This is an optimization exercise on Yosys and OpenROAD, whose aim is small area, a short achievable clock period and few clock cycles per item, not a production implementation.
No functional check of the RTL was part of any run shown here.
No activity file was given, so power comes from the tool's default toggle rates.

==> flow/design.v, too long to show whole: its modules and the start of the top module <==
// module two_point_weight_conversion: 1627 lines
module two_point_weight_conversion #(
    parameter int SAMPLE_BITS = 16
) (
    input  logic                   clk,
    input  logic                   rst_n,
    input  logic                   cfg_we,
    input  logic [1:0]             cfg_index,
    input  logic [15:0]            cfg_data,
    input  logic                   in_valid,
    output logic                   in_stall,
    input  logic [SAMPLE_BITS-1:0] adc_sample,
    output logic                   out_valid,
    input  logic                   out_stall,
    output logic [31:0]            weight_value,
    output logic                   below_zero,
    output logic                   span_error
);
  // ...
==> flow/flow/run.sh <==
#!/bin/bash
# Standard layout, with timing repair aimed at a setup slack of 6.5 ns.
set -euo pipefail
bash standard.sh SETUP_SLACK_MARGIN=6.5 finish > standard_flow.log 2>&1
test -f out/final.def
==> flow/standard.sh <==
#!/bin/bash
# synth_recipe.tcl (not shown) runs the flow's synth.tcl, then flattens the netlist and writes it again
# the make line also repeats each setting of config.mk as NAME=value (left out here)
make -C /OpenROAD-flow-scripts/flow DESIGN_CONFIG=/design/flow/config.mk WORK_HOME=/design/flow/orfs CLKGATE_MAP_FILE= SYNTH_SCRIPT=/design/flow/synth_recipe.tcl "${@:-finish}"
==> flow/config.mk <==
export PLATFORM = sky130hd
export DESIGN_NAME = two_point_weight_conversion
export DESIGN_NICKNAME = two_point_weight_conversion
export VERILOG_FILES = /design/flow/design.v
export SDC_FILE = /design/flow/constraint.sdc
export NUM_CORES = 4
export LEC_CHECK = 0
export CAP_MARGIN = 20
export CORE_MARGIN = 2
export CORE_UTILIZATION = 40
export SLEW_MARGIN = 20
==> flow/constraint.sdc <==
create_clock -name core_clock -period 10.0 [get_ports {clk}]
set_input_delay 2.0000 -clock core_clock [delete_from_list [all_inputs] [get_ports {clk}]]
set_output_delay 2.0000 -clock core_clock [all_outputs]
set_load 0.01 [all_outputs]
==> results_dict.tcl, run 1 <==
set metrics [dict create \
    status "no timing/DRC/antenna violations" \
    dp.cells 7395 \
    n_all_buffers 323 \
    power.group.top "combinational logic" \
    multi_input_area_um2 33400 \
    cp.required_ns 10.48 \
    min-delay-start "dn_1[3]$_DFFE_PN_" \
    yosysMostFrequentCell "edfxtp_1" \
    vias 41323 \
    die_y_um 402 \
    r2r_cells 16 \
    met3WireLength_mm 10.4 \
    mostFrequentLayoutCell "edfxtp_1" \
    slew_viol_final 0 \
    crit_path_start "kcs_c[0]$_DFFE_PN_" \
    synth_cell_types 90 \
    hold_depth 0 \
    met2_length_mm 81.0 \
    crit_path_end_kind "flop" \
    wl_met1_mm 70.8 \
    remaining_drc_errors 0 \
    fin_worst_skew_ns 0.0417 \
    hold_violations 0 \
    core_um2 157000 \
    clk_share 0.0481 \
]
==> inputs of run 2 (changes only) <==
--- a/flow/design.v
+++ b/flow/design.v
@@ -24,33 +24,46 @@
     output logic                   out_valid,
     input  logic                   out_stall,
     output logic [31:0]            weight_value,
     output logic                   below_zero,
     output logic                   span_error
 );
     logic [13:0] w1_r, w2_r;
     logic [15:0] c1_r, c2_r;
+    logic        we_q;
+    logic [1:0]  idx_q;
+    logic [15:0] dat_q;
+    always_ff @(posedge clk)
+    begin
+        idx_q <= cfg_index;
+        dat_q <= cfg_data;
+    end
     always_ff @(posedge clk or negedge rst_n)
     begin
         if (!rst_n)
         begin
+            we_q <= 1'b0;
             w1_r <= '0;
             c1_r <= '0;
             w2_r <= '0;
             c2_r <= '0;
         end
-        else if (cfg_we)
+        else
         begin
-            case (cfg_index)
-                2'd0: w1_r <= cfg_data[13:0];
-                2'd1: c1_r <= cfg_data;
-                2'd2: w2_r <= cfg_data[13:0];
-                default: c2_r <= cfg_data;
-            endcase
+            we_q <= cfg_we;
+            if (we_q)
+            begin
+                case (idx_q)
+                    2'd0: w1_r <= dat_q[13:0];
+                    2'd1: c1_r <= dat_q;
+                    2'd2: w2_r <= dat_q[13:0];
+                    default: c2_r <= dat_q;
+                endcase
+            end
         end
     end
     logic        cnt_gt, cnt_ge, err_c;
     logic [14:0] diff_c;
     logic [15:0] adc_c;
     assign cnt_gt = (c1_r > c2_r);
     assign cnt_ge = (c1_r >= c2_r);
     assign diff_c = cnt_ge ? ({1'b0, w1_r} - {1'b0, w2_r}) : ({1'b0, w2_r} - {1'b0, w1_r});
@@ -92,17 +105,17 @@
             S_M2:   st_next = S_M3;
             S_M3:   st_next = S_AB;
             S_AB:   st_next = (cnt == 5'd29) ? S_C : S_AB;
             S_C:    st_next = (cnt == 5'd13) ? S_P : S_C;
             S_P:    st_next = S_W;
             S_W:    st_next = (cnt == 5'd9) ? S_IDLE : S_W;
             default: st_next = S_IDLE;
         endcase
-        if (cfg_we)
+        if (we_q)
             st_next = S_LOAD;
     end
     logic [14:0] ua_trial;
     logic [16:0] ua_diff;
     logic [13:0] ua_rem;
     assign ua_trial = {ra_r, ma_r[29]};
     assign ua_diff  = {2'b00, ua_trial} - {1'b0, dw_r};
     assign ua_rem   = ua_diff[16] ? ua_trial[13:0] : ua_diff[13:0];
@@ -123,17 +136,17 @@
         begin
             st      <= S_LOAD;
             stall_r <= 1'b1;
             x_v     <= 1'b0;
         end
         else
         begin
             st      <= st_next;
-            stall_r <= os_v_next || (st_next != S_IDLE);
+            stall_r <= os_v_next || cfg_we || (st_next != S_IDLE);
             if (en)
                 x_v <= acc;
         end
     end
     always_ff @(posedge clk)
     begin
         if (st == S_IDLE && en)
             x_r <= adc_sample;
==> flow/flow/run.sh (replaced) <==
#!/bin/bash
# Standard layout, with timing repair aimed at a setup slack of 6.4 ns.
set -euo pipefail
bash standard.sh SETUP_SLACK_MARGIN=6.4 finish > standard_flow.log 2>&1
test -f out/final.def
==> run 2 against run 1 <==
Effect of this change: die area increased by 0.90%; first-iteration DRC count increased by 5.4%; cell count increased by 0.47%; setup slack got worse by 0.099 ns; largest power group unchanged; highest routed layer unchanged.
==> results_dict.tcl, run 2 <==
set metrics [dict create \
    cpPeakStageDelay_ns 0.60 \
    drtIter0Drc 3253 \
    wl_per_cell_um 21.8 \
    remaining_drc_errors 0 \
    r2r_end "q_r[26]$_DFFE_PN_" \
    hold_violations 0 \
    slew_viol_final 0 \
    final_cells 7832 \
    synth_warnings 2 \
    rows 146 \
    critPathMaxFanout 3 \
    grt_overflow 0 \
    synth_cell_types 89 \
    yosysTopAreaCellShare 0.407 \
    worstPathArrival_ns 4.23 \
    top_regs "kc_r: 32 flops, kcs_s: 32 flops, kp_0: 32 flops" \
    ys_top_cells_by_area "edfxtp_1, fa_1, ha_1, inv_1, nand2_1" \
    drive_gt1_frac 0.123 \
    avgSynthCellArea_um2 11.6 \
    cp.required_ns 10.51 \
    r2r_cells 16 \
    grt_use_total 0.208 \
    initial_core_util 0.403 \
    h-tree-depth 3 \
    fin_worst_skew_ns 0.0476 \
    clk_latency_ns 0.77 \
    die_w_um 403 \
    hold_depth 0 \
    viasPerCell 5.37 \
    grt_pass1_vias 42961 \
    syn_inst 5493 \
    crit_path_end_kind "flop" \
    worstReg2RegStart "kcs_c[0]$_DFFE_PN_" \
    fin_crit_ns 3.72 \
    total_power_mw 26.2 \
    vias 42069 \
    ir_worst_vdd_v 0.000186 \
    finalNetCount 6627 \
    gp_congestion 0.880 \
    critPathKind "reg -> reg" \
    path_cells "buf_6 > ha_4 > inv_4 > ha_4 > inv_2 > fa_2 > nor2b_4 > o211ai_1 > nand3b_1 > a31oi_4 > or4b_4 > a31oi_4 > o21ai_2 > xor2_1 > mux2_4 > mux2_2" \
    core_um2 158000 \
    critical_path.slowest_cell "or4b_4" \
    async_reset_ff_frac 0.0812 \
    worstSetupStartpointType "flop" \
    hold_class "reg -> reg" \
    grt_pass1_wl_mm 258 \
    dp.cells 7504 \
    die_area_um2 163000 \
    synth_nets 6454 \
    clk_pin_slew_ns 0.06 \
    yosysMostFrequentCell "edfxtp_1" \
    tightest_slew_ns 1.15 \
    final-setup-viol-count 0 \
    dr.pass1.iters 8 \
    yosys-top-cells-count "edfxtp_1, inv_1, nand2_1" \
    synth_ff_type "edfxtp_1" \
    power_leakage_nw 30.9 \
    cap_violations 0 \
    r2r_slack_ns 6.28 \
    ant_nets 0 \
    min_to "ds_3[14]$_DFFE_PN_" \
    slew_headroom 0.233 \
    numCtsBuffers 107 \
    setup_ws_ns 6.28 \
    area_growth_pct 13.8 \
    fmax_mhz 269 \
    rsz0062_at_grt "yes" \
    boundaryPins 75 \
    min-delay-start "ds_2[14]$_DFFE_PN_" \
    synth_edf_count 865 \
    status "no timing/DRC/antenna violations" \
    place_hpwl_mm 127 \
    clockBufferDepth 3 \
    synth_top_area_cell "edfxtp_1" \
    tns_ns 0 \
    crit_path_start "kcs_c[0]$_DFFE_PN_" \
    pre_cts_slack_ns 5.75 \
    mostFrequentLayoutCell "edfxtp_1" \
    synth-seq-cells 961 \
    cts_tree "built" \
    routed_wirelength_mm 171 \
    antenna_found_initial 4 \
    yosysSeqAreaShare 0.443 \
    final_cell_mix "edfxtp_1, inv_1, nand2_1, fa_1, ha_1" \
    port_buffers 73 \
    powerDensity_nw_per_um2 361 \
    post-route-period-util 0.372 \
    grt_max_degree 165 \
    cts-root-buf "clkbuf_16" \
    syn_area_um2 63800 \
    die_y_um 403 \
    cts_sinks 961 \
]
==> run 2: final cells by class <==
class | count | area [um2]
Fill cell | 14322 | 85700
Multi-Input combinational cell | 3650 | 33200
Antenna cell | 1 | 2.50
Timing Repair Buffer | 254 | 2330
Clock inverter | 66 | 758
Sequential cell | 961 | 28300
Inverter | 692 | 2620
Tap cell | 2072 | 2590
Clock buffer | 136 | 2880
==> run 2: per-layer routing <==
metal,share of wire,global-route usage,vias up
li1,-,-,19018
met1,0.42,0.272,21218
met2,0.48,0.345,1423
met3,0.061,0.0337,408
met4,0.044,0.0846,2
met5,0.000076,0,-
==> run 2: kinds of logic (layout without fill, tap and decap cells) <==
family          count (synthesis)  count (layout)  share of synthesized area
simple gates                 1457            1457                      0.105
flops                         961             961                      0.443
fa+ha+maj                     923             923                      0.246
buf+inv                       884            1148                     0.0522
compound gates                794             796                     0.0791
mux                           241             241                     0.0417
xor+xnor                      232             232                     0.0318
other cells                     1               2                  0.0000588
==> run 2: worst max path at each step <==
stage | slack, ns | to
after floorplan | 6.40 | dn_2[0]$_DFFE_PN_
after global placement | 5.80 | dr_0[16]$_DFFE_PN_
after detailed placement | 5.75 | dr_0[16]$_DFFE_PN_
after CTS | 6.25 | q_r[30]$_DFFE_PN_
after global routing | 6.19 | q_r[26]$_DFFE_PN_
final | 6.28 | q_r[26]$_DFFE_PN_
==> run 2: critical path: cells and delay by family (launching register included) <==
kind	cells	cell delay (ns)
XOR/XNOR	1	0.15
buffers and inverters	3	0.22
adder cells (fa/ha/maj)	3	0.61
multiplexers	2	0.53
flip-flops	1	0.41
AO/OA/AOI/OAI	4	0.61
AND/OR/NAND/NOR	3	0.96
==> run 2: report_power, final <==
part | switching, mW | total (mW) | internal (mW)
combinational | 8.27 | 14.6 | 6.34
clock | 1.73 | 4.10 | 2.37
sequential | 0.809 | 7.49 | 6.68
total | 10.8 | 26.2 | 15.4
==> run 2: timing repair <==
| item | in CTS | in global routing |
|---|---|---|
| setup buffers | 55 | 65 |
| setup endpoints to repair | 216 | 178 |
| hold buffers | 0 | 0 |
| resized for setup | 111 | 138 |
| pin swaps | 16 | 55 |
| gates cloned | 1 | 4 |
==> run 2: metrics by stage <==
step	instance area, um2	utilization	hold slack (ns)
after CTS	71400	0.451	0.414
after detailed placement	67000	0.423	0.405
after global routing	72600	0.459	0.415
after global placement	67000	0.423	0.401
after floorplan	63900	-	0.400
final	72600	0.459	0.409

afterwards: timing with drivers on the ports:
Ports are ideal in the flow. The routed layouts listed here were re-timed in OpenROAD.
Step 1, drivers: a clkbuf_16 drives clk and a buf_2 each remaining input, both assumed.
Step 2 times the ports against the registers' clock, not the clock port: input delays grow and output delays shrink by t, the midpoint of the rising clock arrivals with the driver on.
Three values: ideal ports, drivers, drivers and shift; two values: the first two.
| run | shift t [ns] | slack for setup (ns) | worst data-port slew with drivers (ns) |
|---|---|---|---|
| run 1 | 0.802 | 6.384 / 6.384 / 5.902 | 0.06 |
| run 2 | 0.821 | 6.284 / 6.284 / 6.020 | 0.09 |
After both steps every run listed still meets setup and hold. For run 1, which loses most, drivers alone change the setup slack by 0.000 ns; drivers and shift together by -0.482 ns.
